What follows belongs to an exercise in optimizing a design on an open flow for small area, a short achievable clock period and few clock cycles; a production flow would make more cautious choices. In this exercise RTL edits were held to simulation tests only and were not proved equivalent to the original. Power figures rest on the tool's default switching activity, not on a simulated workload.

## flow/design.v

```verilog
`default_nettype none
package ss_pkg;
	localparam int WAYS  = 3;   
	localparam int XLEN  = 16;
	localparam int PC_W  = 8;   
	localparam int REG_W = 3;
	localparam logic [3:0] OP_NOP  = 4'h0;
	localparam logic [3:0] OP_ADD  = 4'h1;
	localparam logic [3:0] OP_SUB  = 4'h2;
	localparam logic [3:0] OP_ADDI = 4'h3;
	localparam logic [3:0] OP_BNZ  = 4'h4;   
	localparam logic [3:0] OP_HALT = 4'h5;
endpackage
`default_nettype wire
`timescale 1ns/1ps
`default_nettype none
module reg_file (
	input  logic           clock,
	input  logic           reset,
	input  logic [127:0]   nxt,
	output logic [127:0]   regs
);
	assign regs[15:0] = '0;
	always_ff @(posedge clock) begin
		if (!reset)
			regs[127:16] <= '0;
		else
			regs[127:16] <= nxt[127:16];
	end
endmodule
`default_nettype wire
`timescale 1ns/1ps
`default_nettype none
module fetch_unit (
	input  logic         clock,
	input  logic         reset,
	output logic [7:0]   imem_addr,
	input  logic [47:0]  imem_data,
	input  logic [127:0] regs,
	input  logic [7:0]   reg_nz,      
	input  logic [2:0]   x_wr,        
	input  logic [8:0]   x_rd,
	input  logic [47:0]  x_sum,       
	input  logic [2:0]   x_zero,      
	output logic [2:0]   d_valid,
	output logic [7:0]   d_pc,
	output logic [8:0]   d_rd,
	output logic [2:0]   d_alu,
	output logic [2:0]   d_sub,
	output logic [2:0]   d_halt,
	output logic [47:0]  d_a,
	output logic [47:0]  d_b
);
	logic [7:0]  pc;
	logic [7:0]  next_pc;
	logic        stopped;
	logic [8:0]  rd, rs1, rs2;
	logic [2:0]  is_alu, is_sub, is_addi, is_bnz, is_halt, wr, use1, use2;
	logic [47:0] imm;
	logic [23:0] target;
	logic [2:0]  nz, taken, ends, dep, valid;
	logic [47:0] a, b, aa, bb;
	assign imem_addr = pc;
	for (genvar w = 0; w < 3; w++) begin : g_dec
		decode_stage u_dec (
			.instr   (imem_data[16*w +: 16]),
			.rd      (rd[3*w +: 3]),
			.rs1     (rs1[3*w +: 3]),
			.rs2     (rs2[3*w +: 3]),
			.is_alu  (is_alu[w]),
			.is_sub  (is_sub[w]),
			.is_addi (is_addi[w]),
			.is_bnz  (is_bnz[w]),
			.is_halt (is_halt[w]),
			.wr      (wr[w]),
			.use1    (use1[w]),
			.use2    (use2[w]),
			.imm     (imm[16*w +: 16]),
			.target  (target[8*w +: 8])
		);
	end
	always_comb begin
		for (int w = 0; w < 3; w++) begin
			a[16*w +: 16] = regs[16*rs1[3*w +: 3] +: 16];
			b[16*w +: 16] = regs[16*rs2[3*w +: 3] +: 16];
			nz[w] = reg_nz[rs1[3*w +: 3]];
			for (int k = 0; k < 3; k++) begin
				if (x_wr[k] && x_rd[3*k +: 3] == rs1[3*w +: 3]) begin
					a[16*w +: 16] = x_sum[16*k +: 16];
					nz[w] = !x_zero[k];
				end
				if (x_wr[k] && x_rd[3*k +: 3] == rs2[3*w +: 3])
					b[16*w +: 16] = x_sum[16*k +: 16];
			end
			aa[16*w +: 16] = is_sub[w] ? ~a[16*w +: 16] : a[16*w +: 16];
			bb[16*w +: 16] = is_addi[w] ? imm[16*w +: 16] : b[16*w +: 16];
			dep[w] = 1'b0;
			for (int j = 0; j < w; j++)
				if (wr[j] && ((use1[w] && rd[3*j +: 3] == rs1[3*w +: 3]) ||
						(use2[w] && rd[3*j +: 3] == rs2[3*w +: 3])))
					dep[w] = 1'b1;
			taken[w] = is_bnz[w] && nz[w] && target[8*w +: 8] != pc + 8'(w + 1);
			ends[w]  = taken[w] || is_halt[w];
		end
		valid[0] = !stopped;
		valid[1] = valid[0] && !ends[0] && !dep[1];
		valid[2] = valid[1] && !ends[1] && !dep[2];
		if (valid[0] && taken[0])
			next_pc = target[7:0];
		else if (valid[1] && taken[1])
			next_pc = target[15:8];
		else if (valid[2] && taken[2])
			next_pc = target[23:16];
		else if (valid[2])
			next_pc = pc + 8'd3;
		else if (valid[1])
			next_pc = pc + 8'd2;
		else
			next_pc = pc + 8'd1;   
	end
	always_ff @(posedge clock) begin
		if (!reset) begin
			pc      <= '0;
			stopped <= 1'b0;
		end else begin
			pc      <= next_pc;
			stopped <= stopped | (|(valid & is_halt));
		end
	end
	always_ff @(posedge clock) begin
		d_valid <= valid;
		d_pc    <= pc;
		d_rd    <= rd;
		d_alu   <= is_alu;
		d_sub   <= is_sub;
		d_halt  <= is_halt;
		d_a     <= aa;
		d_b     <= bb;
		if (!reset)
			d_valid <= '0;
	end
endmodule
`default_nettype wire
`timescale 1ns/1ps
`default_nettype none
module decode_stage (
	input  logic [15:0] instr,
	output logic [2:0]  rd,
	output logic [2:0]  rs1,
	output logic [2:0]  rs2,
	output logic        is_alu,    
	output logic        is_sub,
	output logic        is_addi,
	output logic        is_bnz,
	output logic        is_halt,
	output logic        wr,        
	output logic        use1,      
	output logic        use2,      
	output logic [15:0] imm,       
	output logic [7:0]  target     
);
	logic [3:0] op;
	assign op      = instr[15:12];
	assign rd      = instr[11:9];
	assign rs1     = instr[8:6];
	assign rs2     = instr[5:3];
	assign is_alu  = op == ss_pkg::OP_ADD || op == ss_pkg::OP_SUB || op == ss_pkg::OP_ADDI;
	assign is_sub  = op == ss_pkg::OP_SUB;
	assign is_addi = op == ss_pkg::OP_ADDI;
	assign is_bnz  = op == ss_pkg::OP_BNZ;
	assign is_halt = op == ss_pkg::OP_HALT;
	assign wr      = is_alu && rd != 3'd0;
	assign use1    = (is_alu || is_bnz) && rs1 != 3'd0;
	assign use2    = (op == ss_pkg::OP_ADD || op == ss_pkg::OP_SUB) && rs2 != 3'd0;
	assign imm     = {{10{instr[5]}}, instr[5:0]};
	assign target  = {2'b00, instr[5:0]};
endmodule
`default_nettype wire
`timescale 1ns/1ps
`default_nettype none
module exec_stage (
	input  logic [2:0]   d_valid,
	input  logic [8:0]   d_rd,
	input  logic [2:0]   d_alu,
	input  logic [2:0]   d_sub,
	input  logic [47:0]  d_a,
	input  logic [47:0]  d_b,
	input  logic [127:0] regs,
	output logic [127:0] nxt_regs,
	output logic [2:0]   x_wr,
	output logic [2:0]   x_zero,
	output logic [47:0]  sum
);
	for (genvar w = 0; w < 3; w++) begin : g_alu
		ks_add16 u_add (
			.a   (d_a[16*w +: 16]),
			.b   (d_b[16*w +: 16]),
			.inv (d_sub[w]),
			.s   (sum[16*w +: 16])
		);
	end
	always_comb begin
		for (int w = 0; w < 3; w++) begin
			x_wr[w] = d_valid[w] && d_alu[w] && d_rd[3*w +: 3] != 3'd0;
			x_zero[w] = (d_a[16*w +: 16] ^ d_b[16*w +: 16]) == (d_sub[w] ? 16'hffff :
				{d_a[16*w +: 15] | d_b[16*w +: 15], 1'b0});
		end
		nxt_regs = regs;
		for (int w = 0; w < 3; w++)
			if (x_wr[w])
				nxt_regs[16*d_rd[3*w +: 3] +: 16] = sum[16*w +: 16];
	end
endmodule
module ks_add16 (
	input  logic [15:0] a,
	input  logic [15:0] b,
	input  logic        inv,
	output logic [15:0] s
);
	logic [15:0] p, g;
	logic [15:0] gl [5];
	logic [15:0] pl [5];
	always_comb begin
		p = a ^ b;
		g = a & b;
		gl[0] = g;
		pl[0] = p;
		for (int l = 0; l < 4; l++) begin
			for (int i = 0; i < 16; i++) begin
				if (i >= (1 << l)) begin
					gl[l+1][i] = gl[l][i] | (pl[l][i] & gl[l][i - (1 << l)]);
					pl[l+1][i] = pl[l][i] & pl[l][i - (1 << l)];
				end else begin
					gl[l+1][i] = gl[l][i];
					pl[l+1][i] = pl[l][i];
				end
			end
		end
		s = (p ^ {16{inv}}) ^ {gl[4][14:0], 1'b0};
	end
endmodule
`default_nettype wire
`timescale 1ns/1ps
`default_nettype none
module ss_pipeline (
	input  logic         clock,
	input  logic         reset,
	output logic [7:0]   imem_addr,
	input  logic [47:0]  imem_data,
	output logic [2:0]   commit_valid,
	output logic [23:0]  commit_pc,
	output logic [2:0]   commit_wr_en,
	output logic [8:0]   commit_rd,
	output logic [47:0]  commit_data,
	output logic [2:0]   commit_stop,
	output logic         halted
);
	logic [127:0] regs;
	logic [127:0] nxt_regs;
	logic [7:0]   reg_nz;
	logic [2:0]   x_wr;
	logic [2:0]   x_zero;
	logic [47:0]  sum;
	logic [2:0]   d_valid;
	logic [7:0]   d_pc;
	logic [8:0]   d_rd;
	logic [2:0]   d_alu;
	logic [2:0]   d_sub;
	logic [2:0]   d_halt;
	logic [47:0]  d_a;
	logic [47:0]  d_b;
	always_comb
		for (int r = 0; r < 8; r++)
			reg_nz[r] = regs[16*r +: 16] != 16'd0;
	fetch_unit u_fetch (
		.clock     (clock),
		.reset     (reset),
		.imem_addr (imem_addr),
		.imem_data (imem_data),
		.regs      (regs),
		.reg_nz    (reg_nz),
		.x_wr      (x_wr),
		.x_rd      (d_rd),
		.x_sum     (sum),
		.x_zero    (x_zero),
		.d_valid   (d_valid),
		.d_pc      (d_pc),
		.d_rd      (d_rd),
		.d_alu     (d_alu),
		.d_sub     (d_sub),
		.d_halt    (d_halt),
		.d_a       (d_a),
		.d_b       (d_b)
	);
	reg_file u_reg_file (
		.clock (clock),
		.reset (reset),
		.nxt   (nxt_regs),
		.regs  (regs)
	);
	exec_stage u_exec (
		.d_valid  (d_valid),
		.d_rd     (d_rd),
		.d_alu    (d_alu),
		.d_sub    (d_sub),
		.d_a      (d_a),
		.d_b      (d_b),
		.regs     (regs),
		.nxt_regs (nxt_regs),
		.x_wr     (x_wr),
		.x_zero   (x_zero),
		.sum      (sum)
	);
	always_ff @(posedge clock) begin
		commit_valid <= d_valid;
		commit_pc    <= {d_pc + 8'd2, d_pc + 8'd1, d_pc};
		commit_wr_en <= d_alu;
		commit_rd    <= d_rd;
		for (int w = 0; w < 3; w++)
			commit_data[16*w +: 16] <= d_alu[w] ? sum[16*w +: 16] : 16'd0;
		commit_stop  <= d_halt;
		if (!reset)
			commit_valid <= '0;
	end
	always_ff @(posedge clock) begin
		if (!reset)
			halted <= 1'b0;
		else if (|(commit_valid & commit_stop))
			halted <= 1'b1;   
	end
endmodule
`default_nettype wire
```

## flow/run.sh

```bash
#!/bin/bash
# synth_recipe.tcl (not shown) runs the flow's synth.tcl, then flattens the netlist and writes it again
# the make line also repeats each setting of config.mk as NAME=value (left out here)
make -C /OpenROAD-flow-scripts/flow DESIGN_CONFIG=/design/flow/config.mk WORK_HOME=/design/flow/orfs CLKGATE_MAP_FILE= SYNTH_SCRIPT=/design/flow/synth_recipe.tcl finish
```

## flow/config.mk

```make
export PLATFORM = sky130hd
export DESIGN_NAME = ss_pipeline
export DESIGN_NICKNAME = ss_pipeline
export VERILOG_FILES = /design/flow/design.v
export SDC_FILE = /design/flow/constraint.sdc
export NUM_CORES = 4
export LEC_CHECK = 0
export CAP_MARGIN = 20
export CORE_MARGIN = 2
export CORE_UTILIZATION = 40
export SETUP_SLACK_MARGIN = 3
export SLEW_MARGIN = 20
```

## flow/constraint.sdc

```tcl
create_clock -name core_clock -period 6.0 [get_ports {clock}]
set_input_delay 1.2000 -clock core_clock [delete_from_list [all_inputs] [get_ports {clock}]]
set_output_delay 1.2000 -clock core_clock [all_outputs]
set_load 0.01 [all_outputs]
```

==> reports/qor.log, run 1 <==
[run_status] outcome complete, no violations
[setup_path] Crit Path Class register to register
[sta] fin. max-slew vios 0
[power_and_ir_drop] ratio of total power to cell area 259 mW/mm^2
[routing] number of DRC violations after detailed routing 0
[place] global placer's final weighted congestion 1.04
[cells_and_area] synthesis-to-finish area growth 29.2%
[setup_path] critical register-to-register path endpoint u_fetch.pc[4]
[logic_synthesis] top post-synthesis cells by area sky130_fd_sc_hd__dfxtp_1 25%, sky130_fd_sc_hd__mux4_2 8.1%, sky130_fd_sc_hd__ha_1 5.3%
[cells_and_area] combined area of the multi-input logic cells 0.0204 sq mm
[sta] headroom to the max-slew limit 19.7%
[place] buffers added on ports 148
[power_and_ir_drop] Peak VDD IR 187 uV
[logic_synthesis] Synth Area per Inst 8.44 sq um
[logic_synthesis] Post-synth EDFFs 0
[cells_and_area] Post-Layout Inst Area 0.0345 sq mm
[logic_synthesis] fraction of synthesis flops using an asynchronous set or reset pin 0%
[clock_network] CTS clk-pin slew, worst paths 0.06 ns
[logic_synthesis] Yosys reg bits 336
[place] dpl hpwl 94.1 mm
[sta] transition time of the tightest slew-check pin 1.20 ns
[logic_synthesis] post-synth top area share 25.2%
[grt] global-route total usage across every layer 37.7%
[clock_network] clock buffer count from CTS 42
[setup_path] required time of the critical path 6.45 ns
[sta] count of final hold-check violations 0
[clock_network] TritonCTS clock tree done
[sta] share of the clock period used by the worst path after layout 56.3%
[logic_synthesis] share of synthesized area occupied by flip-flops and latches 25.2%
[logic_synthesis] number of distinct library cell variants in the gate-level netlist after synthesis 83
[floorplan] die width 263 microns
[routing] detail-routed via count per cell 6.85
[logic_synthesis] Post-synth top cells 336 x sky130_fd_sc_hd__dfxtp_1, 222 x sky130_fd_sc_hd__clkbuf_1, 204 x sky130_fd_sc_hd__nor2_1
[clock_network] clock sinks 336
[routing] total wire length 137 mm
[setup_path] destination of the critical timing path u_fetch.pc[4]
[setup_path] startpoint type of the worst setup path register
[grt] first-pass GRT wire length 195 mm
[routing] length of the first detailed-routing pass in iterations 6
[clock_network] Root Buffer sky130_fd_sc_hd__clkbuf_16
[setup_path] cells traversed along the worst timing path nor4_1, nand4_1, buf_4, nor2_1, a211o_1, a31oi_2, o41a_1, buf_4, a211oi_4, buf_12, nor2_8, buf_4, a32oi_1, o21ai_1
[setup_path] cell type of the slowest stage on the worst timing path sky130_fd_sc_hd__nor4_1
[sta] achievable clock frequency 0.296 GHz
[grt] maximum number of pins on one net before global-route repair 68
[logic_synthesis] number of instances in the synthesized netlist 3169
[flow_run] max-cap violations 0
[logic_synthesis] yosys synthesis warning count 7
[cells_and_area] FF/Latch Area 0.00684 sq mm
[logic_synthesis] cell area after synthesis 0.0267 sq mm
[clock_network] H-tree levels 2
[setup_path] Critical Path AT 3.83 ns
[logic_synthesis] post-synthesis cell type with the largest combined area sky130_fd_sc_hd__dfxtp_1
[grt] Remaining Overflow, GRT 0
[sta] number of setup violations in the final report 0
[routing] number of antenna-violating nets in the routed design 0
[floorplan] die boundary height 263 microns
[clock_network] worst skew pair latency 0.59 ns
[setup_path] critical path fanouts, max 8
[floorplan] # IOs 149
[setup_path] Critical Path Most Common Cell sky130_fd_sc_hd__buf_4
[clock_network] clock buffer depth 3
[sta] final setup TNS 0 ns
[grt] number of antenna violations at the first check in global routing 12
[power_and_ir_drop] Static Leak 12.8 nW
[logic_synthesis] post-synth net total 3333
[setup_path] worst reg2reg path depth 14
[sta] post-route clock skew 0.0310 ns
[setup_path] Critical Path End Type register
[setup_path] worst reg-to-reg setup slack 2.62 ns
[sta] unrepaired setup endpoints after global routing yes
[floorplan] area of the die 0.0689 sq mm
[cells_and_area] fraction of layout instances using a drive strength above 1 28.2%
[setup_path] startpoint of the lowest-slack register-to-register path u_reg_file.regs[36]
[cells_and_area] count of fill cells added during filler insertion 5988
[logic_synthesis] most frequently used cell type in the post-synthesis netlist sky130_fd_sc_hd__dfxtp_1
[place] cell area after placement 0.0292 sq mm
[worst_hold_path] worst min-delay path startpoint u_fetch.d_halt[1]
[setup_path] maximum cell stage delay along the critical path 0.63 ns
[sta] crit path time final 3.38 ns
[floorplan] core region area 0.0660 sq mm
[floorplan] Placement Rows 94
[clock_network] CTS hold repair buffers 0
[routing] number of design-rule violations left by the first detailed-router iteration 4089
[floorplan] starting density of the core 40.5%
[power_and_ir_drop] total power 8.95 mW
[setup_path] Crit. Startpoint u_reg_file.regs[36]
[routing] Via Count 29111
[grt] vias in the first global route 28093
[routing] Routed WL per cell 32.2 microns
[logic_synthesis] ys flop type sky130_fd_sc_hd__dfxtp_1
[worst_hold_path] Tightest Hold Check Type register to register
[cells_and_area] number of nets in the layout 3512
## power by group
part | switching (mW) | internal (mW) | leakage, nW
logic | 2.38 | 1.37 | 9.32
registers | 0.198 | 2.41 | 2.78
clock network | 1.08 | 1.52 | 0.691
## metrics by stage
stage	hold WS [ns]	setup slack (ns)	util (%)	cells
after floorplan	0.310	2.43	-	3169
after CTS	0.332	2.79	50.2	4191
after detailed placement	0.318	1.26	44.3	3999
after global placement	0.314	1.35	44.3	3999
after global routing	0.335	2.55	52.3	4245
final	0.327	2.62	52.3	4250
## final cells by class
type | count | area share [%]
Multi-Input combinational cell | 2389 | 58.9
Timing Repair Buffer | 427 | 12.4
Clock inverter | 19 | 0.500
Clock buffer | 58 | 3.54
Inverter | 152 | 1.67
Tap cell | 864 | 3.13
Antenna cell | 5 | 0.0362
Sequential cell | 336 | 19.8
## critical path: cells and delay by family, from the launching register on
family | cells | cell delay, ns
and+or+nand+nor | 4 | 0.95
AOI/OAI and AO/OA | 6 | 1.17
buffers and inverters | 4 | 0.67
DFF | 1 | 0.46
## metal layers
layer	vias up	global-route usage, %	routed length [microns]
met5	-	0.624	115
met2	2267	56.4	57800
met3	632	13.1	17500
met1	14085	46.3	51100
li1	12117	-	-
met4	10	23.3	10500
## cell families after synthesis
logic type	share of synthesized area [%]
mux	14.9
buf+inv	6.50
xor+xnor	8.84
compound gates	24.3
simple gates	15.0
flops	25.2
fa+ha+maj	5.33
## timing repair
item                                    in CTS  in global routing
gates cloned                                 7                  5
endpoints found under the setup margin     230                200
setup buffers                              108                 48
pin swaps                                   85                 62
gates resized for setup                    404                202
## cells in the final DEF, fill, tap and decap left out, types with 16 or more instances in the layout
master                            instances
sky130_fd_sc_hd__o21ai_0                115
sky130_fd_sc_hd__a221oi_1                83
sky130_fd_sc_hd__nand2_2                 21
sky130_fd_sc_hd__a22o_1                  18
sky130_fd_sc_hd__nor4_4                  22
sky130_fd_sc_hd__clkdlybuf4s50_1        112
sky130_fd_sc_hd__a21oi_1                173
sky130_fd_sc_hd__nor3_1                  69
sky130_fd_sc_hd__nand4_1                 22
sky130_fd_sc_hd__xnor2_1                129
sky130_fd_sc_hd__ha_1                    73
sky130_fd_sc_hd__buf_6                   45
sky130_fd_sc_hd__clkbuf_16               45
sky130_fd_sc_hd__a21oi_2                 16
sky130_fd_sc_hd__xor2_1                 104
sky130_fd_sc_hd__nor2_1                 187
sky130_fd_sc_hd__and2_1                  40
sky130_fd_sc_hd__o22ai_1                112
sky130_fd_sc_hd__inv_1                  139
sky130_fd_sc_hd__mux2_2                 109
sky130_fd_sc_hd__a211oi_1                78
sky130_fd_sc_hd__mux4_2                  96
sky130_fd_sc_hd__a22oi_1                162
sky130_fd_sc_hd__dlygate4sd2_1           16
sky130_fd_sc_hd__nand2b_1                18
sky130_fd_sc_hd__nor2b_1                 82
sky130_fd_sc_hd__ha_4                    32
sky130_fd_sc_hd__dfxtp_4                 17
sky130_fd_sc_hd__dfxtp_2                 42
sky130_fd_sc_hd__mux2i_1                 58
sky130_fd_sc_hd__nand2_1                128
sky130_fd_sc_hd__nor4_1                  24
sky130_fd_sc_hd__buf_4                  191
sky130_fd_sc_hd__nand3_1                 31
sky130_fd_sc_hd__dfxtp_1                277
sky130_fd_sc_hd__buf_12                  28
sky130_fd_sc_hd__o21ai_1                 19
## sequential cells by signal, summed over array words and instances, names as in the netlist
register         cells
u_reg_file.regs    112
commit_data         48
u_fetch.d_a         48
u_fetch.d_b         48
commit_pc           23
commit_rd            9
u_fetch.d_rd         9
u_fetch.d_pc         8
u_fetch.pc           8
commit_stop          3
commit_valid         3
commit_wr_en         3
u_fetch.d_alu        3
u_fetch.d_halt       3
u_fetch.d_sub        3
u_fetch.d_valid      3
halted               1
u_fetch.stopped      1
## how the worst min path moves through the flow
stage	end	slack, ns	cells after the start
after global routing	commit_stop[1]	0.33	0
after global placement	commit_stop[1]	0.31	0
after CTS	commit_stop[1]	0.33	0
after detailed placement	commit_stop[1]	0.32	0
final	commit_stop[1]	0.33	0
after floorplan	commit_stop[0]	0.31	0
Testbench counts, summed over its fixed seeds: cycles 4,922.
==> run 2, diff against run 1 <==
--- a/flow/config.mk
+++ b/flow/config.mk
@@ -7,6 +7,6 @@
 export LEC_CHECK = 0
 export CAP_MARGIN = 20
 export CORE_MARGIN = 2
-export CORE_UTILIZATION = 40
+export CORE_UTILIZATION = 70
 export SETUP_SLACK_MARGIN = 3
 export SLEW_MARGIN = 20
==> reports/qor.log, run 2 <==
[logic_synthesis] most frequently used cell type in the post-synthesis netlist sky130_fd_sc_hd__dfxtp_1 [unchanged]
[clock_network] CTS hold repair buffers 0 [unchanged]
[clock_network] Root Buffer sky130_fd_sc_hd__clkbuf_16 [unchanged]
[place] global placer's final weighted congestion 1.12 [was 1.04]
[logic_synthesis] Post-synth top cells 336 x sky130_fd_sc_hd__dfxtp_1, 222 x sky130_fd_sc_hd__clkbuf_1, 204 x sky130_fd_sc_hd__nor2_1 [unchanged]
[clock_network] clock buffer depth 3 [unchanged]
[logic_synthesis] Synth Area per Inst 8.44 sq um [unchanged]
[clock_network] clock sinks 336 [unchanged]
[run_status] tool error [ERROR GRT-0232] Routing congestion too high. Check the congestion heatmap in the GUI.
[logic_synthesis] cell area after synthesis 0.0267 sq mm [unchanged]
[logic_synthesis] post-synth top area share 25.2% [unchanged]
[place] buffers added on ports 148 [unchanged]
[floorplan] Placement Rows 71 [was 94]
[logic_synthesis] fraction of synthesis flops using an asynchronous set or reset pin 0% [unchanged]
[logic_synthesis] number of distinct library cell variants in the gate-level netlist after synthesis 83 [unchanged]
[place] pre-CTS setup slack 1.28 ns [was 1.26 ns]
[run_status] Last stage global routing
[logic_synthesis] ys flop type sky130_fd_sc_hd__dfxtp_1 [unchanged]
[floorplan] die boundary height 199 microns [was 263 microns]
[logic_synthesis] Yosys reg bits 336 [unchanged]
[clock_network] clock buffer count from CTS 38 [was 42]
[logic_synthesis] post-synthesis cell type with the largest combined area sky130_fd_sc_hd__dfxtp_1 [unchanged]
[floorplan] die width 199 microns [was 263 microns]
[grt] maximum number of pins on one net before global-route repair 70
[logic_synthesis] Post-synth EDFFs 0 [unchanged]
[floorplan] # IOs 149 [unchanged]
[clock_network] H-tree levels 2 [unchanged]
[logic_synthesis] share of synthesized area occupied by flip-flops and latches 25.2% [unchanged]
[floorplan] starting density of the core 71.0% [was 40.5%]
[run_status] outcome stopped before the end [was complete, no violations]
[logic_synthesis] yosys synthesis warning count 7 [unchanged]
[place] dpl hpwl 82.0 mm [was 94.1 mm]
[logic_synthesis] number of instances in the synthesized netlist 3169 [unchanged]
[grt] Remaining Overflow, GRT 837
[grt] global-route total usage across every layer 89.5%
[logic_synthesis] top post-synthesis cells by area sky130_fd_sc_hd__dfxtp_1 25%, sky130_fd_sc_hd__mux4_2 8.1%, sky130_fd_sc_hd__ha_1 5.3% [unchanged]
[logic_synthesis] post-synth net total 3333 [unchanged]
run 2: cell counts after synthesis:
Identical to the previous run, type by type.
run 2: worst min-delay path by stage:
stage and endpoint:
4_1_cts commit_stop[0], 3_3_place_gp commit_stop[2], 2_1_floorplan commit_stop[0], 3_5_place_dp commit_stop[0]
run 2: kinds of logic after synthesis:
family	count (synthesis)	synth area share (%)
AOI/OAI and AO/OA	960	24.3
and+or+nand+nor	782	15.0
buffers and inverters	444	6.50
DFF	336	25.2
xor gates and xnor gates	268	8.84
muxes	265	14.9
adders and majority gates	114	5.33
run 2: timing repair:
item                                    in CTS
endpoints found under the setup margin     230
setup buffers                              107
resized for setup                          409
pin swaps                                   89
cloned                                      14
run 2: stage by stage:
stage	instances	cell area, sq um	total power, mW	hold slack [ns]
2_1_floorplan	3169	27100	4.15	0.310
3_3_place_gp	3639	28700	5.31	0.315
3_5_place_dp	3639	28700	5.36	0.313
4_1_cts	3828	32700	8.08	0.328
run 2: per-layer routing:
layer,global-route usage (%),GRT overflow
met4,93.7,302
met2,101,414
met5,62.7,17
met3,80.2,68
met1,86.0,36
run 2: power groups by stage:
stage	sequential [mW]	combinational (mW)	clock, mW
2_1_floorplan	2.57	1.58	0
3_3_place_gp	2.61	2.70	0
3_5_place_dp	2.62	2.74	0
4_1_cts	2.57	3.16	2.35
==> run 3, diff against run 2 <==
--- a/flow/config.mk
+++ b/flow/config.mk
@@ -7,6 +7,6 @@
 export LEC_CHECK = 0
 export CAP_MARGIN = 20
 export CORE_MARGIN = 2
-export CORE_UTILIZATION = 70
+export CORE_UTILIZATION = 55
 export SETUP_SLACK_MARGIN = 3
 export SLEW_MARGIN = 20
==> reports/qor.log, run 3 <==
[run_status] outcome complete, no violations [was stopped before the end]
[power_and_ir_drop] share of power burned in the clock network 29.5%
[setup_path] required time of the critical path 6.49 ns
[logic_synthesis] post-synth top area share 25.2% [unchanged]
[sta] number of setup violations in the final report 0
[setup_path] startpoint type of the worst setup path register
[logic_synthesis] Synth Area per Inst 8.44 sq um [unchanged]
[routing] Via Count 30500
[sta] final setup TNS 0 ns
[logic_synthesis] number of distinct library cell variants in the gate-level netlist after synthesis 83 [unchanged]
[logic_synthesis] Post-synth EDFFs 0 [unchanged]
[sta] Final WS setup 2.34 ns
[clock_network] Root Buffer sky130_fd_sc_hd__clkbuf_16 [unchanged]
[routing] total wire length 136 mm
[setup_path] Critical Path End Type register
[grt] global-route total usage across every layer 51.1%
[floorplan] Placement Rows 80 [was 71]
[grt] vias in the first global route 28689
[logic_synthesis] top post-synthesis cells by area sky130_fd_sc_hd__dfxtp_1 25%, sky130_fd_sc_hd__mux4_2 8.1%, sky130_fd_sc_hd__ha_1 5.3% [unchanged]
[clock_network] clock buffer depth 3 [unchanged]
[power_and_ir_drop] sequential group share of total power 28.2%
[clock_network] clock sinks 336 [unchanged]
[place] pre-CTS setup slack 1.34 ns [was 1.28 ns]
[power_and_ir_drop] Switching Share 40.1%
[power_and_ir_drop] Peak VDD IR 258 uV
[place] buffers added on ports 148 [unchanged]
[logic_synthesis] yosys synthesis warning count 7 [unchanged]
[floorplan] # IOs 149 [unchanged]
[setup_path] worst reg-to-reg setup slack 2.34 ns
[power_and_ir_drop] internal power consumption 5.49 mW
[routing] Routed WL per cell 34.1 microns
[sta] achievable clock frequency 0.273 GHz
[setup_path] cells traversed along the worst timing path xor2_1, xnor2_1, nor3_4, and3b_2, nand3_4, o2111a_2, and3b_2, nor2_8, or4b_1, mux2i_1
[floorplan] starting density of the core 55.9% [was 71.0%]
[worst_hold_path] Tightest Hold Check Type register to register
[routing] length of the first detailed-routing pass in iterations 11
[logic_synthesis] cell area after synthesis 0.0267 sq mm [unchanged]
[power_and_ir_drop] Static Leak 12.9 nW
[cells_and_area] number of standard cells in the layout, taps in and fillers out 3997
[setup_path] critical path fanouts, max 5
[cells_and_area] count of fill cells added during filler insertion 3525
[setup_path] maximum cell stage delay along the critical path 0.78 ns
[cells_and_area] synthesis-to-finish area growth 29.3%
[sta] share of the clock period used by the worst path after layout 61.1%
[floorplan] area of the die 0.0504 sq mm
[logic_synthesis] Yosys reg bits 336 [unchanged]
[clock_network] TritonCTS clock tree done
[setup_path] Crit Path Class register to register
[grt] Remaining Overflow, GRT 0
[cells_and_area] commonest cells after routing, fill and taps aside 253 x sky130_fd_sc_hd__dfxtp_1, 208 x sky130_fd_sc_hd__buf_4, 185 x sky130_fd_sc_hd__nor2_1
[sta] crit path time final 3.66 ns
[sta] headroom to the max-slew limit 18.3%
[clock_network] worst skew pair latency 0.59 ns
[logic_synthesis] ys flop type sky130_fd_sc_hd__dfxtp_1 [unchanged]
[logic_synthesis] most frequently used cell type in the post-synthesis netlist sky130_fd_sc_hd__dfxtp_1 [unchanged]
[clock_network] H-tree levels 2 [unchanged]
[routing] number of antenna-violating nets in the routed design 0
[sta] post-route clock skew 0.0344 ns
[grt] first-pass GRT wire length 191 mm
[sta] unrepaired setup endpoints after global routing yes
[routing] number of design-rule violations left by the first detailed-router iteration 5568
[sta] fin. max-slew vios 0
[routing] number of DRC violations after detailed routing 0
[logic_synthesis] share of synthesized area occupied by flip-flops and latches 25.2% [unchanged]
[sta] count of final hold-check violations 0
[logic_synthesis] fraction of synthesis flops using an asynchronous set or reset pin 0% [unchanged]
[flow_run] max-cap violations 0
[place] DP Cell Count 3744 [was 3639]
[routing] detail-routed via count per cell 7.63
[setup_path] category of cells accounting for the largest share of critical-path delay simple AND/OR/NAND/NOR gates
[floorplan] die width 224 microns [was 199 microns]
[grt] maximum number of pins on one net before global-route repair 69
[logic_synthesis] number of instances in the synthesized netlist 3169 [unchanged]
[clock_network] CTS clk-pin slew, worst paths 0.08 ns
[setup_path] Critical Path Most Common Cell sky130_fd_sc_hd__and3b_2
[power_and_ir_drop] Logic pwr share 42.3%
[power_and_ir_drop] ratio of total power to cell area 265 mW/mm^2
[setup_path] Critical Path AT 4.15 ns
[setup_path] count of buffering cells on the critical path with inverters included 0
[sta] transition time of the tightest slew-check pin 1.22 ns
[logic_synthesis] Post-synth top cells 336 x sky130_fd_sc_hd__dfxtp_1, 222 x sky130_fd_sc_hd__clkbuf_1, 204 x sky130_fd_sc_hd__nor2_1 [unchanged]
[cells_and_area] number of nets in the layout 3514
[clock_network] clock buffer count from CTS 38 [unchanged]
[logic_synthesis] post-synthesis cell type with the largest combined area sky130_fd_sc_hd__dfxtp_1 [unchanged]
[place] dpl hpwl 89.5 mm [was 82.0 mm]
[cells_and_area] most flop-heavy register u_reg_file.regs
[cells_and_area] leading cell type in the layout, fill and taps excluded sky130_fd_sc_hd__dfxtp_1
[place] global placer's final weighted congestion 1.05 [was 1.12]
[floorplan] die boundary height 224 microns [was 199 microns]
[logic_synthesis] post-synth net total 3333 [unchanged]
[clock_network] CTS hold repair buffers 0 [unchanged]
[cells_and_area] fraction of layout instances using a drive strength above 1 28.9%
[grt] number of antenna violations at the first check in global routing 7
[cells_and_area] max FFs per register 112
[setup_path] cell type of the slowest stage on the worst timing path sky130_fd_sc_hd__xor2_1
[floorplan] core region area 0.0478 sq mm
[power_and_ir_drop] switching component of the power 3.68 mW
[run 3: final timing paths]
kind | startpoint | end | cells past startpoint
setup / recovery | u_fetch.d_b[31] | u_fetch.pc[7] | 10
hold / removal | u_fetch.d_halt[1] | commit_stop[1] | 0
hold reg to reg | u_fetch.d_halt[1] | commit_stop[1] | 0
setup reg to reg | u_fetch.d_b[31] | u_fetch.pc[7] | 10
[run 3: logic make-up after synthesis]
family	Yosys count	share of synthesized area [%]
compound gates	960	24.3
xor+xnor	268	8.84
fa+ha+maj	114	5.33
buf+inv	444	6.50
flops	336	25.2
mux	265	14.9
simple gates	782	15.0
[run 3: cell type report]
type / count / area [sq um] / area share [%]
Clock inverter: 17 / 309 / 0.894
Tap cell: 615 / 769 / 2.23
Timing Repair Buffer: 432 / 4400 / 12.7
Sequential cell: 336 / 6880 / 19.9
Multi-Input combinational cell: 2390 / 20500 / 59.3
Clock buffer: 52 / 1120 / 3.23
Antenna cell: 3 / 7.51 / 0.0217
Inverter: 152 / 577 / 1.67
[run 3: timing repair]
item / 4_1_cts / 5_1_grt
pin swaps: 85 / 69
buffers inserted: 95 / 70
cloned: 14 / 2
setup endpoints to repair: 231 / 196
gates resized for setup: 409 / 225
[run 3: layer usage]
layer / vias to the layer above / global-route usage [%] / share of wire, %
li1: 12131 / - / -
met1: 14243 / 58.2 / 33
met2: 2997 / 75.4 / 41
met3: 1113 / 21.6 / 16
met4: 16 / 40.1 / 10
met5: - / 0.0978 / 0.20
[run 3: worst register-to-register path, stage by stage, from the launching register on]
cell	delay, ns
sky130_fd_sc_hd__dfxtp_1	0.34
sky130_fd_sc_hd__xor2_1	0.78
sky130_fd_sc_hd__xnor2_1	0.40
sky130_fd_sc_hd__nor3_4	0.29
sky130_fd_sc_hd__and3b_2	0.25
sky130_fd_sc_hd__nand3_4	0.13
sky130_fd_sc_hd__o2111a_2	0.37
sky130_fd_sc_hd__and3b_2	0.28
sky130_fd_sc_hd__nor2_8	0.12
sky130_fd_sc_hd__or4b_1	0.45
sky130_fd_sc_hd__mux2i_1	0.16
[run 3: through the flow]
step	power (mW)	instance area (sq um)	util [%]	hold WS, ns
5_1_grt	9.25	34600	72.2	0.340
3_5_place_dp	5.47	28900	60.4	0.316
6_report	9.17	34600	72.3	0.329
2_1_floorplan	4.15	27100	-	0.310
3_3_place_gp	5.44	28900	60.4	0.315
4_1_cts	8.48	33000	68.9	0.332
[run 3: power groups by stage]
stage / Sequential (mW) / Clock, mW / Combinational [mW]
after global routing: 2.60 / 2.76 / 3.89
after floorplan: 2.57 / 0 / 1.58
final: 2.59 / 2.71 / 3.88
after global placement: 2.61 / 0 / 2.83
after CTS: 2.57 / 2.68 / 3.23
after detailed placement: 2.62 / 0 / 2.86
==> run 4, diff against run 3 <==
--- a/flow/design.v
+++ b/flow/design.v
@@ -18,9 +18,18 @@
 	input  logic           clock,
 	input  logic           reset,
 	input  logic [127:0]   nxt,
-	output logic [127:0]   regs
+	input  logic [7:0]     nxt_nz,
+	output logic [127:0]   regs,
+	output logic [7:0]     nz
 );
 	assign regs[15:0] = '0;
+	assign nz[0]      = 1'b0;
+	always_ff @(posedge clock) begin
+		if (!reset)
+			nz[7:1] <= '0;
+		else
+			nz[7:1] <= nxt_nz[7:1];
+	end
 	always_ff @(posedge clock) begin
 		if (!reset)
 			regs[127:16] <= '0;
@@ -41,7 +50,8 @@
 	input  logic [2:0]   x_wr,        
 	input  logic [8:0]   x_rd,
 	input  logic [47:0]  x_sum,       
-	input  logic [2:0]   x_zero,      
+	input  logic         x_miss,      
+	input  logic [7:0]   x_alt,       
 	output logic [2:0]   d_valid,
 	output logic [7:0]   d_pc,
 	output logic [8:0]   d_rd,
@@ -49,7 +59,11 @@
 	output logic [2:0]   d_sub,
 	output logic [2:0]   d_halt,
 	output logic [47:0]  d_a,
-	output logic [47:0]  d_b
+	output logic [47:0]  d_b,
+	output logic         d_pred,      
+	output logic [1:0]   d_prod,      
+	output logic [2:0]   d_prs,       
+	output logic [7:0]   d_alt
 );
 	logic [7:0]  pc;
 	logic [7:0]  next_pc;
@@ -58,8 +72,13 @@
 	logic [2:0]  is_alu, is_sub, is_addi, is_bnz, is_halt, wr, use1, use2;
 	logic [47:0] imm;
 	logic [23:0] target;
-	logic [2:0]  nz, taken, ends, dep, valid;
+	logic [2:0]  bnz, unk, taken, ends, dep, valid;
+	logic [5:0]  prod;                
 	logic [47:0] a, b, aa, bb;
+	logic        pred;
+	logic [1:0]  pprod;
+	logic [2:0]  prs;
+	logic [7:0]  alt;
 	assign imem_addr = pc;
 	for (genvar w = 0; w < 3; w++) begin : g_dec
 		decode_stage u_dec (
@@ -83,11 +102,11 @@
 		for (int w = 0; w < 3; w++) begin
 			a[16*w +: 16] = regs[16*rs1[3*w +: 3] +: 16];
 			b[16*w +: 16] = regs[16*rs2[3*w +: 3] +: 16];
-			nz[w] = reg_nz[rs1[3*w +: 3]];
+			unk[w] = 1'b0;
 			for (int k = 0; k < 3; k++) begin
 				if (x_wr[k] && x_rd[3*k +: 3] == rs1[3*w +: 3]) begin
 					a[16*w +: 16] = x_sum[16*k +: 16];
-					nz[w] = !x_zero[k];
+					unk[w] = 1'b1;
 				end
 				if (x_wr[k] && x_rd[3*k +: 3] == rs2[3*w +: 3])
 					b[16*w +: 16] = x_sum[16*k +: 16];
@@ -95,17 +114,39 @@
 			aa[16*w +: 16] = is_sub[w] ? ~a[16*w +: 16] : a[16*w +: 16];
 			bb[16*w +: 16] = is_addi[w] ? imm[16*w +: 16] : b[16*w +: 16];
 			dep[w] = 1'b0;
-			for (int j = 0; j < w; j++)
-				if (wr[j] && ((use1[w] && rd[3*j +: 3] == rs1[3*w +: 3]) ||
+			prod[2*w +: 2] = 2'b00;
+			for (int j = 0; j < w; j++) begin   
+				if (wr[j] && rd[3*j +: 3] == rs1[3*w +: 3]) begin
+					prod[2*w +: 2] = 2'(1 << j);
+					unk[w] = 1'b1;
+				end
+				if (wr[j] && is_alu[w] && ((use1[w] && rd[3*j +: 3] == rs1[3*w +: 3]) ||
 						(use2[w] && rd[3*j +: 3] == rs2[3*w +: 3])))
 					dep[w] = 1'b1;
-			taken[w] = is_bnz[w] && nz[w] && target[8*w +: 8] != pc + 8'(w + 1);
+			end
+			bnz[w]   = is_bnz[w] && target[8*w +: 8] != pc + 8'(w + 1);
+			unk[w]   = bnz[w] && unk[w];
+			taken[w] = bnz[w] && (unk[w] || reg_nz[rs1[3*w +: 3]]);
 			ends[w]  = taken[w] || is_halt[w];
 		end
 		valid[0] = !stopped;
 		valid[1] = valid[0] && !ends[0] && !dep[1];
 		valid[2] = valid[1] && !ends[1] && !dep[2];
-		if (valid[0] && taken[0])
+		pred  = 1'b0;
+		pprod = 2'b00;
+		prs   = rs1[2:0];
+		alt   = pc + 8'd1;
+		for (int w = 2; w >= 0; w--) begin   
+			if (valid[w] && unk[w]) begin
+				pred  = 1'b1;
+				pprod = prod[2*w +: 2];
+				prs   = rs1[3*w +: 3];
+				alt   = pc + 8'(w + 1);
+			end
+		end
+		if (x_miss)
+			next_pc = x_alt;   
+		else if (valid[0] && taken[0])
 			next_pc = target[7:0];
 		else if (valid[1] && taken[1])
 			next_pc = target[15:8];
@@ -124,7 +165,7 @@
 			stopped <= 1'b0;
 		end else begin
 			pc      <= next_pc;
-			stopped <= stopped | (|(valid & is_halt));
+			stopped <= stopped | (|(valid & is_halt) && !x_miss);
 		end
 	end
 	always_ff @(posedge clock) begin
@@ -136,8 +177,14 @@
 		d_halt  <= is_halt;
 		d_a     <= aa;
 		d_b     <= bb;
-		if (!reset)
+		d_pred  <= pred;
+		d_prod  <= pprod;
+		d_prs   <= prs;
+		d_alt   <= alt;
+		if (!reset || x_miss) begin
 			d_valid <= '0;
+			d_pred  <= 1'b0;
+		end
 	end
 endmodule
 `default_nettype wire
@@ -186,7 +233,9 @@
 	input  logic [47:0]  d_a,
 	input  logic [47:0]  d_b,
 	input  logic [127:0] regs,
+	input  logic [7:0]   reg_nz,
 	output logic [127:0] nxt_regs,
+	output logic [7:0]   nxt_nz,
 	output logic [2:0]   x_wr,
 	output logic [2:0]   x_zero,
 	output logic [47:0]  sum
@@ -206,9 +255,12 @@
 				{d_a[16*w +: 15] | d_b[16*w +: 15], 1'b0});
 		end
 		nxt_regs = regs;
+		nxt_nz   = reg_nz;
 		for (int w = 0; w < 3; w++)
-			if (x_wr[w])
+			if (x_wr[w]) begin
 				nxt_regs[16*d_rd[3*w +: 3] +: 16] = sum[16*w +: 16];
+				nxt_nz[d_rd[3*w +: 3]] = !x_zero[w];
+			end
 	end
 endmodule
 module ks_add16 (
@@ -258,6 +310,7 @@
 	logic [127:0] regs;
 	logic [127:0] nxt_regs;
 	logic [7:0]   reg_nz;
+	logic [7:0]   nxt_nz;
 	logic [2:0]   x_wr;
 	logic [2:0]   x_zero;
 	logic [47:0]  sum;
@@ -269,9 +322,14 @@
 	logic [2:0]   d_halt;
 	logic [47:0]  d_a;
 	logic [47:0]  d_b;
-	always_comb
-		for (int r = 0; r < 8; r++)
-			reg_nz[r] = regs[16*r +: 16] != 16'd0;
+	logic         d_pred;
+	logic [1:0]   d_prod;
+	logic [2:0]   d_prs;
+	logic [7:0]   d_alt;
+	logic         x_nz;
+	logic         x_miss;
+	assign x_nz   = d_prod != 2'b00 ? |(d_prod & ~x_zero[1:0]) : reg_nz[d_prs];
+	assign x_miss = d_pred && !x_nz;
 	fetch_unit u_fetch (
 		.clock     (clock),
 		.reset     (reset),
@@ -282,7 +340,8 @@
 		.x_wr      (x_wr),
 		.x_rd      (d_rd),
 		.x_sum     (sum),
-		.x_zero    (x_zero),
+		.x_miss    (x_miss),
+		.x_alt     (d_alt),
 		.d_valid   (d_valid),
 		.d_pc      (d_pc),
 		.d_rd      (d_rd),
@@ -290,13 +349,19 @@
 		.d_sub     (d_sub),
 		.d_halt    (d_halt),
 		.d_a       (d_a),
-		.d_b       (d_b)
+		.d_b       (d_b),
+		.d_pred    (d_pred),
+		.d_prod    (d_prod),
+		.d_prs     (d_prs),
+		.d_alt     (d_alt)
 	);
 	reg_file u_reg_file (
-		.clock (clock),
-		.reset (reset),
-		.nxt   (nxt_regs),
-		.regs  (regs)
+		.clock  (clock),
+		.reset  (reset),
+		.nxt    (nxt_regs),
+		.nxt_nz (nxt_nz),
+		.regs   (regs),
+		.nz     (reg_nz)
 	);
 	exec_stage u_exec (
 		.d_valid  (d_valid),
@@ -306,7 +371,9 @@
 		.d_a      (d_a),
 		.d_b      (d_b),
 		.regs     (regs),
+		.reg_nz   (reg_nz),
 		.nxt_regs (nxt_regs),
+		.nxt_nz   (nxt_nz),
 		.x_wr     (x_wr),
 		.x_zero   (x_zero),
 		.sum      (sum)
--- a/flow/config.mk
+++ b/flow/config.mk
@@ -7,6 +7,6 @@
 export LEC_CHECK = 0
 export CAP_MARGIN = 20
 export CORE_MARGIN = 2
-export CORE_UTILIZATION = 55
+export CORE_UTILIZATION = 30
 export SETUP_SLACK_MARGIN = 3
 export SLEW_MARGIN = 20
==> reports/qor.log, run 4 <==
[logic_synthesis] yosys synthesis warning count 7 [unchanged]
[setup_path] Crit Path Class register to register [unchanged]
[cells_and_area] leading cell type in the layout, fill and taps excluded sky130_fd_sc_hd__dfxtp_1 [unchanged]
[grt] global-route total usage across every layer 26.3% [was 51.1%]
[logic_synthesis] post-synthesis cell type with the largest combined area sky130_fd_sc_hd__dfxtp_1 [unchanged]
[setup_path] Critical Path AT 3.71 ns [was 4.15 ns]
[floorplan] Placement Rows 110 [was 80]
[cells_and_area] max FFs per register 112 [unchanged]
[run_status] outcome complete, no violations [unchanged]
[logic_synthesis] most frequently used cell type in the post-synthesis netlist sky130_fd_sc_hd__dfxtp_1 [unchanged]
[sta] number of setup violations in the final report 0 [unchanged]
[routing] routed length on met2 54.2 mm [was 55.3 mm]
[routing] total wire length 130 mm [was 136 mm]
[clock_network] clock buffer count from CTS 43 [was 38]
[cells_and_area] number of nets in the layout 3625 [was 3514]
[routing] number of DRC violations after detailed routing 0 [unchanged]
[cells_and_area] fraction of layout instances using a drive strength above 1 28.6% [was 28.9%]
[power_and_ir_drop] Switching Share 39.0% [was 40.1%]
[cells_and_area] combined area of the multi-input logic cells 0.0207 sq mm [was 0.0205 sq mm]
[sta] unrepaired setup endpoints after global routing yes [unchanged]
[cells_and_area] FF/Latch Area 0.00721 sq mm [was 0.00688 sq mm]
[sta] post-route clock skew 0.0228 ns [was 0.0344 ns]
[setup_path] worst reg2reg path depth 14 [was 10]
[power_and_ir_drop] total power 9.25 mW [was 9.17 mW]
[sta] transition time of the tightest slew-check pin 1.02 ns [was 1.22 ns]
[logic_synthesis] ys flop type sky130_fd_sc_hd__dfxtp_1 [unchanged]
[cells_and_area] commonest cells after routing, fill and taps aside 321 x sky130_fd_sc_hd__dfxtp_1, 268 x sky130_fd_sc_hd__nor2_1, 209 x sky130_fd_sc_hd__buf_4 [was 253 x sky130_fd_sc_hd__dfxtp_1, 208 x sky130_fd_sc_hd__buf_4, 185 x sky130_fd_sc_hd__nor2_1]
[clock_network] clock sinks 357 [was 336]
[power_and_ir_drop] sequential group share of total power 29.6% [was 28.2%]
[routing] length of routed wiring on met1 51.4 mm [was 44.5 mm]
[clock_network] H-tree levels 2 [unchanged]
[logic_synthesis] number of instances in the synthesized netlist 3231 [was 3169]
[clock_network] CTS hold repair buffers 0 [unchanged]
[sta] final setup TNS 0 ns [unchanged]
[logic_synthesis] post-synth net total 3396 [was 3333]
[logic_synthesis] post-synth top area share 26.1% [was 25.2%]
[logic_synthesis] fraction of synthesis flops using an asynchronous set or reset pin 0% [unchanged]
[cells_and_area] most flop-heavy register u_reg_file.regs [unchanged]
[logic_synthesis] top post-synthesis cells by area sky130_fd_sc_hd__dfxtp_1 26%, sky130_fd_sc_hd__mux4_2 8.2%, sky130_fd_sc_hd__ha_1 5.3% [was sky130_fd_sc_hd__dfxtp_1 25%, sky130_fd_sc_hd__mux4_2 8.1%, sky130_fd_sc_hd__ha_1 5.3%]
[sta] headroom to the max-slew limit 31.5% [was 18.3%]
[routing] number of design-rule violations left by the first detailed-router iteration 4313 [was 5568]
[clock_network] Root Buffer sky130_fd_sc_hd__clkbuf_16 [unchanged]
[place] buffers added on ports 148 [unchanged]
[logic_synthesis] share of synthesized area occupied by flip-flops and latches 26.1% [was 25.2%]
[routing] Via Count 28975 [was 30500]
[cells_and_area] count of fill cells added during filler insertion 8836 [was 3525]
[sta] worst hold slack across all endpoints 0.318 ns [was 0.329 ns]
[floorplan] die width 306 microns [was 224 microns]
[routing] detail-routed via count per cell 6.21 [was 7.63]
[routing] number of antenna-violating nets in the routed design 0 [unchanged]
[clock_network] clock buffer depth 3 [unchanged]
[cells_and_area] synthesis-to-finish area growth 31.2% [was 29.3%]
[grt] maximum number of pins on one net before global-route repair 44 [was 69]
[clock_network] CTS clk-pin slew, worst paths 0.07 ns [was 0.08 ns]
[setup_path] Critical Path End Type register [unchanged]
[clock_network] worst skew pair latency 0.59 ns [about the same]
[worst_hold_path] Tightest Hold Check Type register to register [unchanged]
[logic_synthesis] cell area after synthesis 0.0273 sq mm [was 0.0267 sq mm]
[floorplan] core region area 0.0901 sq mm [was 0.0478 sq mm]
[power_and_ir_drop] Logic pwr share 41.2% [was 42.3%]
[worst_hold_path] Hold Crit Depth 0 [unchanged]
[place] dpl hpwl 92.0 mm [was 89.5 mm]
[routing] length of the first detailed-routing pass in iterations 9 [was 11]
[grt] vias in the first global route 26722 [was 28689]
[power_and_ir_drop] ratio of total power to cell area 258 mW/mm^2 [was 265 mW/mm^2]
[grt] first-pass GRT wire length 185 mm [was 191 mm]
[logic_synthesis] Post-synth top cells 357 x sky130_fd_sc_hd__dfxtp_1, 295 x sky130_fd_sc_hd__nor2_1, 196 x sky130_fd_sc_hd__clkbuf_1 [was 336 x sky130_fd_sc_hd__dfxtp_1, 222 x sky130_fd_sc_hd__clkbuf_1, 204 x sky130_fd_sc_hd__nor2_1]
[clock_network] TritonCTS clock tree done [unchanged]
[logic_synthesis] Post-synth EDFFs 0 [unchanged]
[power_and_ir_drop] switching component of the power 3.61 mW [was 3.68 mW]
[power_and_ir_drop] share of power burned in the clock network 29.2% [was 29.5%]
[power_and_ir_drop] internal power consumption 5.64 mW [was 5.49 mW]
[grt] number of antenna violations at the first check in global routing 2 [was 7]
[flow_run] max-cap violations 0 [unchanged]
[routing] top routing layer used met5 [unchanged]
[sta] fin. max-slew vios 0 [unchanged]
[logic_synthesis] Yosys reg bits 357 [was 336]
[sta] share of the clock period used by the worst path after layout 54.0% [was 61.1%]
[setup_path] startpoint type of the worst setup path register [unchanged]
[logic_synthesis] number of distinct library cell variants in the gate-level netlist after synthesis 87 [was 83]
[cells_and_area] utilization of the core after routing 39.8% [was 72.3%]
[floorplan] die boundary height 306 microns [was 224 microns]
[routing] met3 routed wirelength 17.6 mm [was 21.9 mm]
[sta] achievable clock frequency 0.309 GHz [was 0.273 GHz]
[floorplan] # IOs 149 [unchanged]
[grt] Remaining Overflow, GRT 0 [unchanged]
[sta] count of final hold-check violations 0 [unchanged]
[logic_synthesis] Synth Area per Inst 8.46 sq um [was 8.44 sq um]
[routing] Routed WL per cell 27.9 microns [was 34.1 microns]
[setup_path] required time of the critical path 6.47 ns [was 6.49 ns]
[floorplan] starting density of the core 30.3% [was 55.9%]
[setup_path] critical path fanouts, max 9 [was 5]
[power_and_ir_drop] Peak VDD IR 150 uV [was 258 uV]
[floorplan] area of the die 0.0936 sq mm [was 0.0504 sq mm]
[sta] crit path time final 3.24 ns [was 3.66 ns]
[place] global placer's final weighted congestion 1.00 [was 1.05]
[power_and_ir_drop] Static Leak 13.6 nW [was 12.9 nW]
run 4: cell count changes after synthesis, sizes merged, moves of 26 or more:
cell    before  now
nor4        57   25
nor2       205  295
clkbuf     222  196
o22ai      114   67
a22oi      162   85
mux2i       60   32
a221oi      88  141
run 4: cells by family (layout without fill, tap and decap cells):
family / count (synthesis) / after routing / share of synthesized area [%]
AO/OA/AOI/OAI: 960 / 960 / 24.6
AND/OR/NAND/NOR: 872 / 872 / 15.5
buffers and inverters: 420 / 678 / 6.14
flip-flops: 357 / 357 / 26.1
XOR/XNOR: 272 / 272 / 8.71
multiplexers: 235 / 235 / 13.7
adder cells (fa/ha/maj): 115 / 115 / 5.26
other: 0 / 1 / 0
run 4: layout make-up:
class	instances	share of cell area, %
antenna	1	0.00698
clock inverter	18	0.610
timing repair buffer	456	12.5
clock buffer	56	3.30
sequential	357	20.1
inverter	148	1.61
multi-input combinational	2454	57.8
tap	1176	4.10
run 4: final timing paths:
kind / slack, ns / to / startpoint
max: 2.76 / u_fetch.d_alt[5] / u_fetch.pc[1]
min: 0.32 / commit_stop[1] / u_fetch.d_halt[1]
max reg2reg: 2.76 / u_fetch.d_alt[5] / u_fetch.pc[1]
min reg2reg: 0.32 / commit_stop[1] / u_fetch.d_halt[1]
run 4: critical path, stage by stage (launching register included):
cell and delay (ns):
sky130_fd_sc_hd__dfxtp_4 0.40, sky130_fd_sc_hd__ha_1 0.21, sky130_fd_sc_hd__buf_6 0.17, sky130_fd_sc_hd__nand4_1 0.17, sky130_fd_sc_hd__nor4_1 0.40, sky130_fd_sc_hd__a21oi_2 0.07
sky130_fd_sc_hd__o31a_1 0.38, sky130_fd_sc_hd__a21oi_4 0.23, sky130_fd_sc_hd__nand2_4 0.08, sky130_fd_sc_hd__buf_12 0.13, sky130_fd_sc_hd__nor3_4 0.29, sky130_fd_sc_hd__buf_6 0.19
sky130_fd_sc_hd__o21ba_4 0.14, sky130_fd_sc_hd__o21ai_1 0.08, sky130_fd_sc_hd__xnor2_1 0.13
run 4: metal layers:
layer / vias up / global-route usage, %
li1: 12450 / -
met5: - / 0
met2: 2241 / 37.9
met4: 2 / 12.2
met3: 398 / 8.32
met1: 13884 / 35.4
run 4: metrics by stage:
| step | setup slack, ns | instance area, sq um | instances |
|---|---|---|---|
| global placement | 0.977 | 30300 | 4395 |
| finish | 2.76 | 35900 | 4666 |
| floorplan | 2.33 | 27700 | 3231 |
| global route | 2.61 | 35900 | 4665 |
| detailed placement | 0.895 | 30300 | 4395 |
| CTS | 2.91 | 34000 | 4583 |
run 4: what timing repair did:
item	in CTS	in global routing
setup endpoints to repair	251	211
setup buffers	111	78
resized for setup	380	291
pin swaps	56	103
cloned	3	4
run 4: power groups by stage:
stage | logic (mW) | registers, mW | clock network (mW)
2_1_floorplan | 1.59 | 2.74 | 0
3_3_place_gp | 2.84 | 2.79 | 0
3_5_place_dp | 2.84 | 2.79 | 0
4_1_cts | 3.32 | 2.73 | 2.74
5_1_grt | 3.93 | 2.76 | 2.82
6_report | 3.81 | 2.74 | 2.70
Testbench counts of run 4, summed over its fixed seeds: cycles 4,813.
==> run 5, diff against run 4 <==
--- a/flow/config.mk
+++ b/flow/config.mk
@@ -7,6 +7,6 @@
 export LEC_CHECK = 0
 export CAP_MARGIN = 20
 export CORE_MARGIN = 2
-export CORE_UTILIZATION = 30
+export CORE_UTILIZATION = 40
 export SETUP_SLACK_MARGIN = 3
 export SLEW_MARGIN = 20
==> reports/qor.log, run 5 <==
[setup_path] worst reg2reg path depth 14 [unchanged]
[routing] number of design-rule violations left by the first detailed-router iteration 4316 [was 4313]
[grt] vias in the first global route 26534 [was 26722]
[setup_path] Critical Path End Type register [unchanged]
[place] dpl hpwl 95.3 mm [was 92.0 mm]
[logic_synthesis] number of distinct library cell variants in the gate-level netlist after synthesis 87 [unchanged]
[logic_synthesis] post-synth net total 3396 [unchanged]
[cells_and_area] most flop-heavy register u_reg_file.regs [unchanged]
[setup_path] cells traversed along the worst timing path dlygate4sd2_1, xor2_1, o211ai_1, and4b_1, a211o_1, o22a_2, mux2_4, mux2i_1, mux2i_1, a211o_1, a311oi_2 [was ha_1, buf_6, nand4_1, nor4_1, a21oi_2, o31a_1, a21oi_4, nand2_4, buf_12, nor3_4, buf_6, o21ba_4, o21ai_1, xnor2_1]
[clock_network] H-tree levels 2 [unchanged]
[setup_path] critical register-to-register path endpoint u_fetch.pc[2] [was u_fetch.d_alt[5]]
[grt] Remaining Overflow, GRT 0 [unchanged]
[logic_synthesis] most frequently used cell type in the post-synthesis netlist sky130_fd_sc_hd__dfxtp_1 [unchanged]
[routing] number of antenna-violating nets in the routed design 0 [unchanged]
[floorplan] die width 265 microns [was 306 microns]
[sta] number of setup violations in the final report 0 [unchanged]
[logic_synthesis] Post-synth top cells 357 x sky130_fd_sc_hd__dfxtp_1, 295 x sky130_fd_sc_hd__nor2_1, 196 x sky130_fd_sc_hd__clkbuf_1 [unchanged]
[cells_and_area] fraction of layout instances using a drive strength above 1 28.1% [was 28.6%]
[setup_path] Crit Path Class primary input to register [was register to register]
[sta] crit path time final 3.18 ns [was 3.24 ns]
[sta] final setup TNS 0 ns [unchanged]
[routing] met3 routed wirelength 20.2 mm [was 17.6 mm]
[setup_path] category of cells accounting for the largest share of critical-path delay compound AO/OA/AOI/OAI gates [was simple AND/OR/NAND/NOR gates]
[setup_path] startpoint type of the worst setup path primary input [was register]
[logic_synthesis] post-synthesis cell type with the largest combined area sky130_fd_sc_hd__dfxtp_1 [unchanged]
[clock_network] CTS clk-pin slew, worst paths 0.06 ns [was 0.07 ns]
[floorplan] core region area 0.0674 sq mm [was 0.0901 sq mm]
[power_and_ir_drop] total power 9.58 mW [was 9.25 mW]
[sta] transition time of the tightest slew-check pin 1.11 ns [was 1.02 ns]
[clock_network] clock buffer count from CTS 44 [was 43]
[clock_network] clock sinks 357 [unchanged]
[floorplan] die boundary height 265 microns [was 306 microns]
[grt] maximum number of pins on one net before global-route repair 49 [was 44]
[clock_network] Root Buffer sky130_fd_sc_hd__clkbuf_16 [unchanged]
[sta] worst hold slack across all endpoints 0.335 ns [was 0.318 ns]
[routing] Routed WL per cell 30.7 microns [was 27.9 microns]
[routing] total wire length 135 mm [was 130 mm]
[logic_synthesis] post-synth top area share 26.1% [unchanged]
[logic_synthesis] ys flop type sky130_fd_sc_hd__dfxtp_1 [unchanged]
[logic_synthesis] top post-synthesis cells by area sky130_fd_sc_hd__dfxtp_1 26%, sky130_fd_sc_hd__mux4_2 8.2%, sky130_fd_sc_hd__ha_1 5.3% [unchanged]
[clock_network] TritonCTS clock tree done [unchanged]
[routing] length of the first detailed-routing pass in iterations 7 [was 9]
[logic_synthesis] fraction of synthesis flops using an asynchronous set or reset pin 0% [unchanged]
[cells_and_area] synthesis-to-finish area growth 29.9% [was 31.2%]
[setup_path] maximum cell stage delay along the critical path 0.34 ns [was 0.40 ns]
[setup_path] Crit. Startpoint imem_data[17] [was u_fetch.pc[1]]
[clock_network] CTS hold repair buffers 0 [unchanged]
[flow_run] max-cap violations 0 [unchanged]
[routing] top routing layer used met5 [unchanged]
[floorplan] starting density of the core 40.6% [was 30.3%]
[place] global placer's final weighted congestion 1.04 [was 1.00]
[routing] routed length on met2 54.8 mm [was 54.2 mm]
[cells_and_area] leading cell type in the layout, fill and taps excluded sky130_fd_sc_hd__dfxtp_1 [unchanged]
[routing] length of routed wiring on met1 50.5 mm [was 51.4 mm]
[setup_path] cell type of the slowest stage on the worst timing path sky130_fd_sc_hd__dlygate4sd2_1 [was sky130_fd_sc_hd__dfxtp_4]
[sta] fin. max-slew vios 0 [unchanged]
[setup_path] required time of the critical path 6.53 ns [was 6.47 ns]
[grt] number of antenna violations at the first check in global routing 6 [was 2]
[floorplan] Placement Rows 95 [was 110]
[setup_path] destination of the critical timing path u_fetch.pc[2] [was u_fetch.d_alt[5]]
[logic_synthesis] cell area after synthesis 0.0273 sq mm [unchanged]
[sta] headroom to the max-slew limit 25.8% [was 31.5%]
[cells_and_area] commonest cells after routing, fill and taps aside 325 x sky130_fd_sc_hd__dfxtp_1, 275 x sky130_fd_sc_hd__nor2_1, 243 x sky130_fd_sc_hd__buf_4 [was 321 x sky130_fd_sc_hd__dfxtp_1, 268 x sky130_fd_sc_hd__nor2_1, 209 x sky130_fd_sc_hd__buf_4]
[clock_network] clock buffer depth 3 [unchanged]
[grt] first-pass GRT wire length 187 mm [was 185 mm]
[sta] count of final hold-check violations 0 [unchanged]
[power_and_ir_drop] ratio of total power to cell area 270 mW/mm^2 [was 258 mW/mm^2]
[logic_synthesis] Synth Area per Inst 8.46 sq um [unchanged]
[sta] achievable clock frequency 0.314 GHz [was 0.309 GHz]
[routing] detail-routed via count per cell 6.70 [was 6.21]
[setup_path] Crit. path cell count 11 [was 14]
[setup_path] critical path fanouts, max 4 [was 9]
[setup_path] worst reg-to-reg setup slack 2.83 ns [was 2.76 ns]
[setup_path] count of buffering cells on the critical path with inverters included 1 [was 3]
[grt] global-route total usage across every layer 36.0% [was 26.3%]
[power_and_ir_drop] Static Leak 13.6 nW [about the same]
[logic_synthesis] Yosys reg bits 357 [unchanged]
[power_and_ir_drop] Peak VDD IR 200 uV [was 150 uV]
[cells_and_area] number of nets in the layout 3637 [was 3625]
[logic_synthesis] share of synthesized area occupied by flip-flops and latches 26.1% [unchanged]
[clock_network] worst skew pair latency 0.62 ns [was 0.59 ns]
[worst_hold_path] Tightest Hold Check Type register to register [unchanged]
[floorplan] # IOs 149 [unchanged]
[cells_and_area] count of fill cells added during filler insertion 6075 [was 8836]
[run_status] outcome complete, no violations [unchanged]
[sta] unrepaired setup endpoints after global routing yes [unchanged]
[place] buffers added on ports 148 [unchanged]
[sta] share of the clock period used by the worst path after layout 53.0% [was 54.0%]
[routing] Via Count 29371 [was 28975]
[sta] post-route clock skew 0.0232 ns [was 0.0228 ns]
[setup_path] Critical Path AT 3.71 ns [about the same]
[cells_and_area] max FFs per register 112 [unchanged]
[logic_synthesis] number of instances in the synthesized netlist 3231 [unchanged]
[floorplan] area of the die 0.0704 sq mm [was 0.0936 sq mm]
[routing] number of DRC violations after detailed routing 0 [unchanged]
[logic_synthesis] yosys synthesis warning count 7 [unchanged]
[setup_path] startpoint of the lowest-slack register-to-register path u_fetch.d_rd[1] [was u_fetch.pc[1]]
[logic_synthesis] Post-synth EDFFs 0 [unchanged]
[run 5: cell count changes in the layout (fill, tap and decap cells not counted), sizes merged]
cell / delta
bufinv: +4
clkdlybuf4s18: +1
clkdlybuf4s50: -2
diode: +2
dlymetal6s2s: +1
dlygate4sd2: +7
clkinv: +1
clkdlybuf4s15: +1
buf: +2
inv: -2
bufbuf: -1
clkinvlp: -1
clkbuf: +6
[run 5: stage by stage]
| stage | utilization, % | cells | setup WS (ns) | area [sq um] |
|---|---|---|---|---|
| 3_3_place_gp | 44.5 | 4112 | 1.16 | 30000 |
| 5_1_grt | 52.7 | 4379 | 2.74 | 35500 |
| 2_1_floorplan | - | 3231 | 2.33 | 27700 |
| 3_5_place_dp | 44.5 | 4112 | 1.10 | 30000 |
| 4_1_cts | 49.4 | 4268 | 2.75 | 33300 |
| 6_report | 52.7 | 4382 | 2.82 | 35500 |
[run 5: kinds of logic (layout without fill, tap and decap cells)]
kind of cell / count (synthesis) / count (layout) / share of synthesized area [%]
AOI/OAI and AO/OA: 960 / 960 / 24.6
xor gates and xnor gates: 272 / 272 / 8.71
adders and majority gates: 115 / 115 / 5.26
buffers and inverters: 420 / 695 / 6.14
muxes: 235 / 235 / 13.7
other: 0 / 3 / 0
and+or+nand+nor: 872 / 872 / 15.5
DFF: 357 / 357 / 26.1
[run 5: area by class of cell]
| cell class | count | area (sq um) | area share (%) |
|---|---|---|---|
| Tap cell | 873 | 1090 | 3.08 |
| Clock buffer | 60 | 1280 | 3.61 |
| Antenna cell | 3 | 7.51 | 0.0211 |
| Inverter | 148 | 587 | 1.65 |
| Clock inverter | 20 | 339 | 0.955 |
| Timing Repair Buffer | 467 | 4480 | 12.6 |
| Multi-Input combinational cell | 2454 | 20500 | 57.8 |
| Sequential cell | 357 | 7200 | 20.3 |
[run 5: timing repair]
item | in CTS | in global routing
buffers inserted | 73 | 103
gates resized for setup | 313 | 285
setup endpoints to repair | 248 | 226
pin swaps | 57 | 87
gates cloned | 3 | 8
[run 5: worst min path at each step]
stage / start / to / slack, ns / depth (start not counted)
floorplan: u_fetch.d_halt[0] / commit_stop[0] / 0.31 / 0
global placement: u_fetch.d_halt[0] / commit_stop[0] / 0.31 / 0
finish: u_fetch.d_halt[2] / commit_stop[2] / 0.34 / 0
detailed placement: u_fetch.d_halt[0] / commit_stop[0] / 0.31 / 0
global route: u_fetch.d_halt[2] / commit_stop[2] / 0.34 / 0
CTS: u_fetch.d_halt[0] / commit_stop[0] / 0.34 / 0
[run 5: power by group]
group	total, mW	switching, mW	leakage, nW	internal [mW]
sequential	2.75	0.181	2.94	2.57
combinational	3.82	2.33	9.90	1.49
clock	3.01	1.16	0.793	1.85
[run 5: routing by layer]
metal | global-route usage [%] | vias up
li1 | - | 12471
met3 | 14.5 | 495
met1 | 45.9 | 14088
met4 | 19.1 | 4
met5 | 0.277 | -
met2 | 51.8 | 2313

re-timing with driven ports:
In the flow no input, the clock included, has a driving cell. The finished layouts below were timed again as built, in two steps.
Step 1 assumes that a clkbuf_16 drives the clock port and a buf_2 every other input.
Step 2 also shifts input and output timing later by t, the mid clock arrival at the registers, as if the neighbouring blocks saw the same clock.
a / b / c = no drivers / after step 1 / after step 2; a / b = the first two.
run	t (ns)	setup WS [ns]	worst hold slack (ns)	worst setup path at the end
run 1	0.637	2.623 / 2.623 / 2.050	0.327 / 0.327 / 0.327	input to register
run 3	0.631	2.336 / 2.336 / 2.021	0.329 / 0.329 / 0.329	input to register
run 4	0.649	2.759 / 2.759 / 2.142	0.318 / 0.318 / 0.318	input to register
run 5	0.671	2.818 / 2.763 / 2.092	0.335 / 0.335 / 0.335	input to register
After both steps setup and hold are still met in every run listed. For run 5, which loses most, drivers alone change the setup slack by -0.055 ns; drivers and shift together by -0.726 ns.
